Background: an optimization exercise with open tools, aiming at small area and a short achievable clock period. Do not read the settings as production practice. Function was checked by simulation only, so behaviour that the tests miss may differ from the original. Power is estimated from default activity; no workload was simulated.

`config.mk`:
```
export PLATFORM = sky130hd
export DESIGN_NAME = qu_front_end
export DESIGN_NICKNAME = qu_front_end
export VERILOG_FILES = /design/flow/design.v
export SDC_FILE = /design/flow/constraint.sdc
export NUM_CORES = 4
export LEC_CHECK = 0
export CAP_MARGIN = 20
export CORE_MARGIN = 2
export CORE_UTILIZATION = 40
export SLEW_MARGIN = 20
```
`constraint.sdc`:
```
create_clock -name core_clock -period 5.0 [get_ports {clk}]
set_input_delay 1.0000 -clock core_clock [delete_from_list [all_inputs] [get_ports {clk}]]
set_output_delay 1.0000 -clock core_clock [all_outputs]
set_load 0.01 [all_outputs]
```
`design.v`:
```
package qu_pkg;
    localparam int instr_w = 32;
    localparam int pc_w = 32;
    localparam int arch_regs = 32;
    typedef logic [$clog2(arch_regs)-1:0] arch_t;
    localparam logic [6:0] opc_op = 7'b0110011;
    localparam logic [6:0] opc_op_imm = 7'b0010011;
    localparam logic [6:0] opc_lui = 7'b0110111;
    localparam logic [6:0] funct7_base = 7'b0000000;
    localparam logic [6:0] funct7_alt = 7'b0100000;
    typedef enum logic [3:0] {
        alu_add  = 4'd0,
        alu_sub  = 4'd1,
        alu_sll  = 4'd2,
        alu_slt  = 4'd3,
        alu_sltu = 4'd4,
        alu_xor  = 4'd5,
        alu_srl  = 4'd6,
        alu_sra  = 4'd7,
        alu_or   = 4'd8,
        alu_and  = 4'd9,
        alu_lui  = 4'd10
    } alu_op_t;
    typedef struct packed {
        logic [pc_w-1:0]    pc;
        logic [instr_w-1:0] instr;
    } fetch_pkt_t;
    typedef struct packed {
        logic [pc_w-1:0]    pc;
        logic [3:0]         alu_op;   
        arch_t              rd;
        arch_t              rs1;
        arch_t              rs2;
        logic               use_imm;
        logic [instr_w-1:0] imm;
    } dec_op_t;
    localparam int num_pregs = 48;
    localparam int preg_w = $clog2(num_pregs);
    typedef logic [preg_w-1:0] preg_t;
    typedef struct packed {
        dec_op_t op;
        preg_t   rd_preg;
        preg_t   old_rd_preg;
        preg_t   rs1_preg;
        preg_t   rs2_preg;
    } ren_op_t;
    typedef struct packed {
        ren_op_t            ren;
        logic               rs1_ready;
        logic [instr_w-1:0] rs1_value;
        logic               rs2_ready;
        logic [instr_w-1:0] rs2_value;
    } rs_entry_t;
    localparam int fetch_pkt_w = pc_w + instr_w;
    localparam int dec_op_w = pc_w + 4 + 3 * 5 + 1 + instr_w;
    localparam int ren_op_w = dec_op_w + 4 * preg_w;
    localparam int rs_entry_w = ren_op_w + 2 * (1 + instr_w);
endpackage
module qu_fifo #(
    parameter int width = 1,
    parameter int depth = 4
) (
    input  logic     clk,
    input  logic     rst_n,
    input  logic     push,
    input  logic [width-1:0] wr_data,
    input  logic     pop,
    output logic [width-1:0] rd_data,
    input  logic     flush,
    output logic     empty,
    output logic     full
);
    localparam int ptr_w = (depth > 1) ? $clog2(depth) : 1;
    localparam int cnt_w = $clog2(depth + 1);
    logic [width-1:0] mem [depth];
    logic [ptr_w-1:0] rd_ptr;
    logic [ptr_w-1:0] wr_ptr;
    logic [cnt_w-1:0] count;
    assign rd_data = mem[rd_ptr];
    assign empty = (count == '0);
    assign full = (count == cnt_w'(depth));
    always_ff @(posedge clk) begin
        if (push) begin
            mem[wr_ptr] <= wr_data;
        end
    end
    always_ff @(posedge clk or negedge rst_n) begin
        if (!rst_n) begin
            rd_ptr <= '0;
            wr_ptr <= '0;
            count <= '0;
        end else if (flush) begin
            rd_ptr <= '0;
            wr_ptr <= '0;
            count <= '0;
        end else begin
            if (push) begin
                wr_ptr <= (wr_ptr == ptr_w'(depth - 1)) ? '0 : wr_ptr + 1'b1;
            end
            if (pop) begin
                rd_ptr <= (rd_ptr == ptr_w'(depth - 1)) ? '0 : rd_ptr + 1'b1;
            end
            count <= count + cnt_w'(push) - cnt_w'(pop);
        end
    end
endmodule
module qu_fetch #(
    parameter logic [qu_pkg::pc_w-1:0] reset_pc = '0
) (
    input  logic                       clk,
    input  logic                       rst_n,
    input  logic                       redirect,
    input  logic [qu_pkg::pc_w-1:0]    redirect_pc,
    output logic [qu_pkg::pc_w-1:0]    imem_addr,
    input  logic [qu_pkg::instr_w-1:0] imem_data,
    input  logic                       fifo_full,
    output logic                       push,
    output qu_pkg::fetch_pkt_t         pkt
);
    logic [qu_pkg::pc_w-1:0] pc;
    assign imem_addr = pc;
    assign push = !fifo_full && !redirect;
    assign pkt.pc = pc;
    assign pkt.instr = imem_data;
    always_ff @(posedge clk or negedge rst_n) begin
        if (!rst_n) begin
            pc <= reset_pc;
        end else if (redirect) begin
            pc <= redirect_pc;
        end else if (push) begin
            pc <= pc + qu_pkg::pc_w'(4);
        end
    end
endmodule
module qu_decode (
    input  qu_pkg::fetch_pkt_t pkt,
    output qu_pkg::dec_op_t    op,
    output logic               proper
);
    logic [6:0] opcode;
    logic [2:0] funct3;
    logic [6:0] funct7;
    logic       base;
    logic       alt;
    logic       known;
    function automatic logic [3:0] alu_of(input logic [2:0] f3, input logic sel_alt);
        logic [3:0] res;
        case (f3)
            3'b000: res = sel_alt ? qu_pkg::alu_sub : qu_pkg::alu_add;
            3'b001: res = qu_pkg::alu_sll;
            3'b010: res = qu_pkg::alu_slt;
            3'b011: res = qu_pkg::alu_sltu;
            3'b100: res = qu_pkg::alu_xor;
            3'b101: res = sel_alt ? qu_pkg::alu_sra : qu_pkg::alu_srl;
            3'b110: res = qu_pkg::alu_or;
            default: res = qu_pkg::alu_and;
        endcase
        alu_of = res;
    endfunction
    assign opcode = pkt.instr[6:0];
    assign funct3 = pkt.instr[14:12];
    assign funct7 = pkt.instr[31:25];
    assign base = (funct7 == qu_pkg::funct7_base);
    assign alt = (funct7 == qu_pkg::funct7_alt);
    always_comb begin
        op.pc = pkt.pc;
        op.alu_op = qu_pkg::alu_add;
        op.rd = pkt.instr[11:7];
        op.rs1 = pkt.instr[19:15];
        op.rs2 = pkt.instr[24:20];
        op.use_imm = 1'b0;
        op.imm = {{20{pkt.instr[31]}}, pkt.instr[31:20]};
        known = 1'b0;
        case (opcode)
            qu_pkg::opc_op: begin
                known = base || (alt && (funct3 == 3'b000 || funct3 == 3'b101));
                op.alu_op = alu_of(funct3, alt);
            end
            qu_pkg::opc_op_imm: begin
                if (funct3 == 3'b001) begin
                    known = base;
                end else if (funct3 == 3'b101) begin
                    known = base || alt;
                end else begin
                    known = 1'b1;
                end
                op.alu_op = alu_of(funct3, alt && funct3 == 3'b101);
                op.rs2 = '0;
                op.use_imm = 1'b1;
            end
            qu_pkg::opc_lui: begin
                known = 1'b1;
                op.alu_op = qu_pkg::alu_lui;
                op.rs1 = '0;
                op.rs2 = '0;
                op.use_imm = 1'b1;
                op.imm = {pkt.instr[31:12], 12'b0};
            end
            default: begin
                known = 1'b0;
            end
        endcase
    end
    assign proper = known && (op.rd != '0);
endmodule
module qu_map #(
    parameter int num_pregs = qu_pkg::num_pregs
) (
    input  logic            clk,
    input  logic            rst_n,
    input  logic            in_valid,
    input  qu_pkg::dec_op_t in_op,
    output logic            take,
    input  logic            free_valid,
    input  qu_pkg::preg_t           free_preg,
    output logic            busy_set,
    output qu_pkg::preg_t           busy_set_preg,
    output logic            out_valid,
    output qu_pkg::ren_op_t         out_op,
    input  logic            drain
);
    qu_pkg::preg_t rat [qu_pkg::arch_regs];
    logic [num_pregs-1:0] free_map;
    qu_pkg::preg_t alloc_preg;
    logic any_free;
    always_comb begin
        alloc_preg = '0;
        for (int i = num_pregs - 1; i >= 0; i--) begin
            if (free_map[i]) begin
                alloc_preg = qu_pkg::preg_t'(i);
            end
        end
    end
    assign any_free = |free_map;
    assign take = in_valid && any_free && (!out_valid || drain);
    assign busy_set = take;
    assign busy_set_preg = alloc_preg;
    always_ff @(posedge clk or negedge rst_n) begin
        if (!rst_n) begin
            for (int i = 0; i < qu_pkg::arch_regs; i++) begin
                rat[i] <= qu_pkg::preg_t'(i);
            end
        end else if (take) begin
            rat[in_op.rd] <= alloc_preg;
        end
    end
    always_ff @(posedge clk or negedge rst_n) begin
        if (!rst_n) begin
            for (int i = 0; i < num_pregs; i++) begin
                free_map[i] <= (i >= qu_pkg::arch_regs);
            end
        end else begin
            if (take) begin
                free_map[alloc_preg] <= 1'b0;
            end
            if (free_valid) begin
                free_map[free_preg] <= 1'b1;
            end
        end
    end
    always_ff @(posedge clk or negedge rst_n) begin
        if (!rst_n) begin
            out_valid <= 1'b0;
        end else if (take) begin
            out_valid <= 1'b1;
        end else if (drain) begin
            out_valid <= 1'b0;
        end
    end
    always_ff @(posedge clk) begin
        if (take) begin
            out_op.op <= in_op;
            out_op.rd_preg <= alloc_preg;
            out_op.old_rd_preg <= rat[in_op.rd];
            out_op.rs1_preg <= rat[in_op.rs1];
            out_op.rs2_preg <= rat[in_op.rs2];
        end
    end
endmodule
module qu_busy_table #(
    parameter int num_pregs = qu_pkg::num_pregs
) (
    input  logic  clk,
    input  logic  rst_n,
    input  qu_pkg::preg_t rd1_preg,
    input  qu_pkg::preg_t rd2_preg,
    output logic  busy1,
    output logic  busy2,
    input  logic  set_en,
    input  qu_pkg::preg_t set_preg,
    input  logic  clr_en,
    input  qu_pkg::preg_t clr_preg
);
    logic [num_pregs-1:0] busy;
    assign busy1 = busy[rd1_preg];
    assign busy2 = busy[rd2_preg];
    always_ff @(posedge clk or negedge rst_n) begin
        if (!rst_n) begin
            busy <= '0;
        end else begin
            if (clr_en) begin
                busy[clr_preg] <= 1'b0;
            end
            if (set_en && set_preg != '0) begin
                busy[set_preg] <= 1'b1;
            end
        end
    end
endmodule
module qu_dispatch #(
    parameter int rs_credits = 6
) (
    input  logic                       clk,
    input  logic                       rst_n,
    input  logic                       in_valid,
    input  qu_pkg::ren_op_t                    in_op,
    output logic                       drain,
    input  logic                       busy1,
    input  logic                       busy2,
    output qu_pkg::preg_t                      rd1_preg,
    output qu_pkg::preg_t                      rd2_preg,
    input  logic [qu_pkg::instr_w-1:0] rf_rd1_data,
    input  logic [qu_pkg::instr_w-1:0] rf_rd2_data,
    input  logic                       wb_valid,
    input  qu_pkg::preg_t                      wb_preg,
    input  logic                       rs_credit,
    output logic                       rs_valid,
    output qu_pkg::rs_entry_t                  rs_entry
);
    localparam int cnt_w = $clog2(rs_credits + 1);
    logic [cnt_w-1:0] credits;
    logic rs1_ready;
    logic rs2_ready;
    qu_pkg::rs_entry_t entry;
    assign rd1_preg = in_op.rs1_preg;
    assign rd2_preg = in_op.rs2_preg;
    assign drain = in_valid && (credits != '0);
    assign rs1_ready = !busy1 || (wb_valid && wb_preg == in_op.rs1_preg);
    assign rs2_ready = !busy2 || (wb_valid && wb_preg == in_op.rs2_preg);
    always_comb begin
        entry.ren = in_op;
        entry.rs1_ready = rs1_ready;
        entry.rs1_value = rs1_ready ? rf_rd1_data : '0;
        entry.rs2_ready = rs2_ready;
        entry.rs2_value = rs2_ready ? rf_rd2_data : '0;
    end
    always_ff @(posedge clk or negedge rst_n) begin
        if (!rst_n) begin
            credits <= cnt_w'(rs_credits);
            rs_valid <= 1'b0;
        end else begin
            credits <= credits - cnt_w'(drain) + cnt_w'(rs_credit);
            rs_valid <= drain;
        end
    end
    always_ff @(posedge clk) begin
        if (drain) begin
            rs_entry <= entry;
        end
    end
endmodule
module qu_front_end #(
    parameter int if_id_depth = 4,
    parameter int id_map_depth = 4,
    parameter int rs_credits = 6,
    parameter logic [qu_pkg::pc_w-1:0] reset_pc = '0
) (
    input  logic                       clk,
    input  logic                       rst_n,
    input  logic                       redirect,
    input  logic [qu_pkg::pc_w-1:0]    redirect_pc,
    output logic [qu_pkg::pc_w-1:0]    imem_addr,
    input  logic [qu_pkg::instr_w-1:0] imem_data,
    output logic [qu_pkg::preg_w-1:0]  rf_rd1_addr,
    output logic [qu_pkg::preg_w-1:0]  rf_rd2_addr,
    input  logic [qu_pkg::instr_w-1:0] rf_rd1_data,
    input  logic [qu_pkg::instr_w-1:0] rf_rd2_data,
    input  logic                       wb_valid,
    input  logic [qu_pkg::preg_w-1:0]  wb_preg,
    input  logic                       free_valid,
    input  logic [qu_pkg::preg_w-1:0]  free_preg,
    input  logic                       rs_credit,
    output logic                       rs_valid,
    output logic [qu_pkg::rs_entry_w-1:0] rs_entry
);
    qu_pkg::fetch_pkt_t fetch_pkt;
    qu_pkg::fetch_pkt_t if_head;
    qu_pkg::dec_op_t dec_op;
    qu_pkg::dec_op_t id_head;
    qu_pkg::ren_op_t map_op;
    qu_pkg::preg_t busy_set_preg;
    qu_pkg::rs_entry_t rs_entry_s;
    logic fetch_push;
    logic if_pop;
    logic if_empty;
    logic if_full;
    logic dec_proper;
    logic id_push;
    logic id_empty;
    logic id_full;
    logic map_take;
    logic map_valid;
    logic busy_set;
    logic disp_drain;
    logic busy1;
    logic busy2;
    assign if_pop = !if_empty && (!id_full || !dec_proper);
    assign id_push = !if_empty && !id_full && dec_proper;
    qu_fetch #(
        .reset_pc(reset_pc)
    ) fetch_inst (
        .clk(clk),
        .rst_n(rst_n),
        .redirect(redirect),
        .redirect_pc(redirect_pc),
        .imem_addr(imem_addr),
        .imem_data(imem_data),
        .fifo_full(if_full),
        .push(fetch_push),
        .pkt(fetch_pkt)
    );
    qu_fifo #(
        .width(qu_pkg::fetch_pkt_w),
        .depth(if_id_depth)
    ) if_id_fifo_inst (
        .clk(clk),
        .rst_n(rst_n),
        .push(fetch_push),
        .wr_data(fetch_pkt),
        .pop(if_pop),
        .rd_data(if_head),
        .flush(redirect),
        .empty(if_empty),
        .full(if_full)
    );
    qu_decode decode_inst (
        .pkt(if_head),
        .op(dec_op),
        .proper(dec_proper)
    );
    qu_fifo #(
        .width(qu_pkg::dec_op_w),
        .depth(id_map_depth)
    ) id_map_fifo_inst (
        .clk(clk),
        .rst_n(rst_n),
        .push(id_push),
        .wr_data(dec_op),
        .pop(map_take),
        .rd_data(id_head),
        .flush(1'b0),
        .empty(id_empty),
        .full(id_full)
    );
    qu_map map_inst (
        .clk(clk),
        .rst_n(rst_n),
        .in_valid(!id_empty),
        .in_op(id_head),
        .take(map_take),
        .free_valid(free_valid),
        .free_preg(free_preg),
        .busy_set(busy_set),
        .busy_set_preg(busy_set_preg),
        .out_valid(map_valid),
        .out_op(map_op),
        .drain(disp_drain)
    );
    qu_busy_table busy_table_inst (
        .clk(clk),
        .rst_n(rst_n),
        .rd1_preg(rf_rd1_addr),
        .rd2_preg(rf_rd2_addr),
        .busy1(busy1),
        .busy2(busy2),
        .set_en(busy_set),
        .set_preg(busy_set_preg),
        .clr_en(wb_valid),
        .clr_preg(wb_preg)
    );
    qu_dispatch #(
        .rs_credits(rs_credits)
    ) dispatch_inst (
        .clk(clk),
        .rst_n(rst_n),
        .in_valid(map_valid),
        .in_op(map_op),
        .drain(disp_drain),
        .busy1(busy1),
        .busy2(busy2),
        .rd1_preg(rf_rd1_addr),
        .rd2_preg(rf_rd2_addr),
        .rf_rd1_data(rf_rd1_data),
        .rf_rd2_data(rf_rd2_data),
        .wb_valid(wb_valid),
        .wb_preg(wb_preg),
        .rs_credit(rs_credit),
        .rs_valid(rs_valid),
        .rs_entry(rs_entry_s)
    );
    assign rs_entry = rs_entry_s;
endmodule
```
`run.sh`:
```
#!/bin/bash
# synth_recipe.tcl (not shown) runs the flow's synth.tcl, then flattens the netlist and writes it again
# the make line also repeats each setting of config.mk as NAME=value (left out here)
make -C /OpenROAD-flow-scripts/flow DESIGN_CONFIG=/design/flow/config.mk WORK_HOME=/design/flow/orfs CLKGATE_MAP_FILE= SYNTH_SCRIPT=/design/flow/synth_recipe.tcl finish
```
==> impl_metrics.json <==
{
  "status": "finished clean",
  "reg2reg_to": "id_map_fifo_inst.count[2]",
  "synth_cells": 3390,
  "pwr-share-clk": 0.240,
  "seq_area_frac_synth": 0.6947,
  "worst_pin_slew_ps": 1332,
  "start_kind": "flop",
  "drv_slew": 0,
  "drc": 0,
  "antenna_found_initial": 9,
  "synthTopCellsByArea": "edfxtp_1, dfrtp_1, mux4_2",
  "critPathKind": "reg2reg",
  "grt_max_degree": 139,
  "crit_required_ps": 5630,
  "post_cts_resized": 0,
  "route.vias.total": 32960,
  "antenna_left": 0,
  "htreeDepth": 4,
  "crit_path_frequent_cell": "inv_1",
  "clock_path_buffers": 3,
  "stdcell_count": 5592,
  "syn_to_final_growth_pct": 20.56,
  "critPathArrivalTime_ps": 5010,
  "synth.yosys.warnings": 8,
  "syn_area_um2": 50170,
  "synth_cell_types": 86,
  "synth_top_cell_area_share": 0.5232,
  "path_cells": "buf_12 > mux4_1 > nor3_2 > o21ai_1 > and3_1 > or4_4 > nor3b_4 > inv_1 > ha_1 > inv_1 > ha_1 > inv_1 > fa_1 > xnor2_1 > xnor2_1",
  "first_pass_iters": 6,
  "n_antenna_cell": 0,
  "postCtsHoldBufs": 0,
  "via_per_inst": 5.893,
  "place_ws_ps": 586.3,
  "die-height_um": 358.1,
  "rr_worst_depth": 15,
  "min_period_ps": 4382,
  "cts_made_buffers": 131,
  "p_per_area_nw_per_um2": 642.9,
  "p_total_uw": 38880,
  "reg2reg_slack_ps": 620,
  "worst_slack_ps": 617.7,
  "swShare": 0.3599,
  "fin_crit_sh": 0.8765,
  "portBuffers": 364,
  "cap_violations": 0,
  "grtUsageMet3": 0.06738,
  "setup.worst_path.end_class": "flop",
  "root_buffer": "clkbuf_16",
  "clk_pin_slew_ps": 60,
  "place_congestion": 1.086,
  "postRouteWirelength_um": 169100,
  "final.setup_skew_ps": 30.92,
  "avgSynthCellArea_um2": 14.80,
  "cp_slowest_cell": "mux4_1",
  "post-cts-setup-buffer-count": 0,
  "yosys.area.top_type": "edfxtp_1",
  "wl_per_cell_um": 30.24,
  "grt_pass1_wl_um": 240700,
  "cts_tree": "done",
  "syn_nets": 3568,
  "use_met1": 0.3505,
  "drtIter0Drc": 3558,
  "reg2reg_from": "if_id_fifo_inst.rd_ptr[0]",
  "p_int_uw": 24890,
  "ys_async_sr_fraction": 0.2795,
  "ys.flop_type": "edfxtp_1",
  "p_sw_uw": 13990,
  "synth_edf_count": 874,
  "worst-path-max-fanout": 60,
  "cts_sinks": 1213,
  "nFillCells": 10670,
  "grt.total_usage": 0.2637,
  "setup_tns_ps": 0,
  "ys_seq_elements": 1213,
  "dp.cells": 5350,
  "num_rows": 129,
  "hold_viol": 0,
  "pin_count": 365,
  "leakage_uw": 0.02111,
  "core_um2": 124100,
  "die_w_um": 358.1,
  "combPwrFrac": 0.317,
  "fin_nets": 4024,
  "grt_util_met2": 0.4096,
  "rsz0062_at_grt": "false",
  "vdd_drop_max_mv": 0.3878,
  "pwr-share-seq": 0.443,
  "grt_busiest_layer": "met2",
  "relSlewSlack": 0.1090,
  "clkLatencyLatePin_ps": 770,
  "overflow": 0,
  "initial_utilization": 0.4042,
  "clock.fmax_mhz": 228.2,
  "drive_gt1_frac": 0.1578,
  "max_stage_delay_ps": 710,
  "grt_pass1_vias": 32980,
  "dp_hpwl_um": 118400,
  "hp-class": "in2async",
  "setup_viol": 0,
  "dieArea_um2": 128300
}
## worst max-delay path, delay by kind of cell, from the launching register on
family          cells  cell delay (ps)
xor+xnor            2              270
flops               1              540
fa+ha+maj           3              800
compound gates      1               90
simple gates        4             1190
buf+inv             4              590
mux                 1              710
## sequential cells by signal (all words and copies together) (netlist names)
signal / flops
id_map_fifo_inst.mem: 336
if_id_fifo_inst.mem: 256
map_inst.rat: 192
dispatch_inst.rs_entry: 174
map_inst.out_op: 108
busy_table_inst.busy: 48
map_inst.free_map: 48
fetch_inst.pc: 32
dispatch_inst.credits: 3
id_map_fifo_inst.count: 3
if_id_fifo_inst.count: 3
id_map_fifo_inst.rd_ptr: 2
id_map_fifo_inst.wr_ptr: 2
if_id_fifo_inst.rd_ptr: 2
if_id_fifo_inst.wr_ptr: 2
dispatch_inst.rs_valid: 1
map_inst.out_valid: 1
## through the flow
stage | utilization | cell area [um2] | hold WS, ps
after global placement | 0.4536 | 56300 | 401.9
after floorplan | - | 50180 | 400.3
final | 0.4873 | 60480 | 298.8
after global routing | 0.4873 | 60480 | 340.0
after CTS | 0.4873 | 60480 | 292.6
after detailed placement | 0.4536 | 56300 | 404.5
## placed cells by master, fill, tap and decap left out, drive strengths merged, types with 52 or more instances in the layout
| master | count |
|---|---|
| clkbuf | 180 |
| nor2b | 60 |
| o21ai | 288 |
| inv | 52 |
| dfrtp | 241 |
| edfxtp | 874 |
| and2 | 52 |
| mux4 | 173 |
| dfstp | 98 |
| a221oi | 86 |
| nor2 | 182 |
| a22oi | 90 |
| a22o | 102 |
| nand3 | 61 |
| nand2 | 443 |
| buf | 124 |
| clkdlybuf4s50 | 362 |
## power groups by stage
stage | clock network, uW | registers (uW) | logic, uW
finish | 9340 | 17200 | 12300
global route | 9970 | 17400 | 13200
CTS | 9560 | 17200 | 12300
detailed placement | 0 | 17300 | 12300
global placement | 0 | 17300 | 12200
floorplan | 0 | 16500 | 6690
## Yosys cell counts, types with 60 or more instances
cell type    n
edfxtp_1   874
nand2_1    443
o21ai_0    285
dfrtp_1    241
nor2_1     180
mux4_2     168
clkbuf_1   116
a22o_1     102
dfstp_2     98
a22oi_1     90
a221oi_1    86
nand3_1     61
nor2b_1     60
## final cells by class
type,instances,area [um2],area share
multi-input combinational,1969,14500,0.2397
tap,1637,2048,0.03386
clock buffer,180,3595,0.05943
sequential,1213,34870,0.5765
clock inverter,62,589.3,0.009744
inverter,45,173.9,0.002876
timing repair buffer,486,4710,0.07787
## routing by layer
| layer | part of all wire | vias up |
|---|---|---|
| met5 | 0.00043 | - |
| met4 | 0.047 | 10 |
| met3 | 0.089 | 437 |
| met2 | 0.45 | 1670 |
| met1 | 0.41 | 16800 |
| li1 | - | 14040 |
## logic make-up (layout without fill, tap and decap cells)
logic type | count (synthesis) | count (layout) | synth area share
adders and majority gates | 32 | 32 | 0.008430
xor gates and xnor gates | 64 | 64 | 0.01117
AOI/OAI and AO/OA | 694 | 694 | 0.09573
DFF | 1213 | 1213 | 0.6947
and+or+nand+nor | 994 | 994 | 0.09193
buffers and inverters | 208 | 773 | 0.01733
muxes | 185 | 185 | 0.08069
## worst max-delay path by stage
stage,from,endpoint,cells past startpoint
after floorplan,map_inst.free_map[12],id_map_fifo_inst.count[2],15
after global placement,if_id_fifo_inst.rd_ptr[0],id_map_fifo_inst.count[2],15
after detailed placement,if_id_fifo_inst.rd_ptr[0],id_map_fifo_inst.count[2],15
after CTS,if_id_fifo_inst.rd_ptr[0],id_map_fifo_inst.count[2],15
after global routing,if_id_fifo_inst.rd_ptr[0],id_map_fifo_inst.count[2],15
final,if_id_fifo_inst.rd_ptr[0],id_map_fifo_inst.count[2],15

-- port drivers added, routing unchanged --
Ports are ideal in the flow. The routed layout listed here was re-timed in OpenROAD. Step 1, drivers: a clkbuf_16 drives clk and a buf_2 each remaining input, both assumed. Step 2 times the ports against the registers' clock, not the clock port: input delays grow and output delays shrink by t, the midpoint of the rising clock arrivals with the driver on. Three values: no drivers, after step 1, after step 2; two values: the first two.
shift t [ns]: 0.831
setup slack, ns: 0.618 / 0.618 / 0.618
hold slack, ns: 0.299 / 0.271 / 0.415
worst setup path at the end: register to register
worst slew at a driven data input, ns: 0.21
After both steps this run still meets setup and hold. For this run, drivers alone change the setup slack by 0.000 ns; drivers and shift together by 0.000 ns.
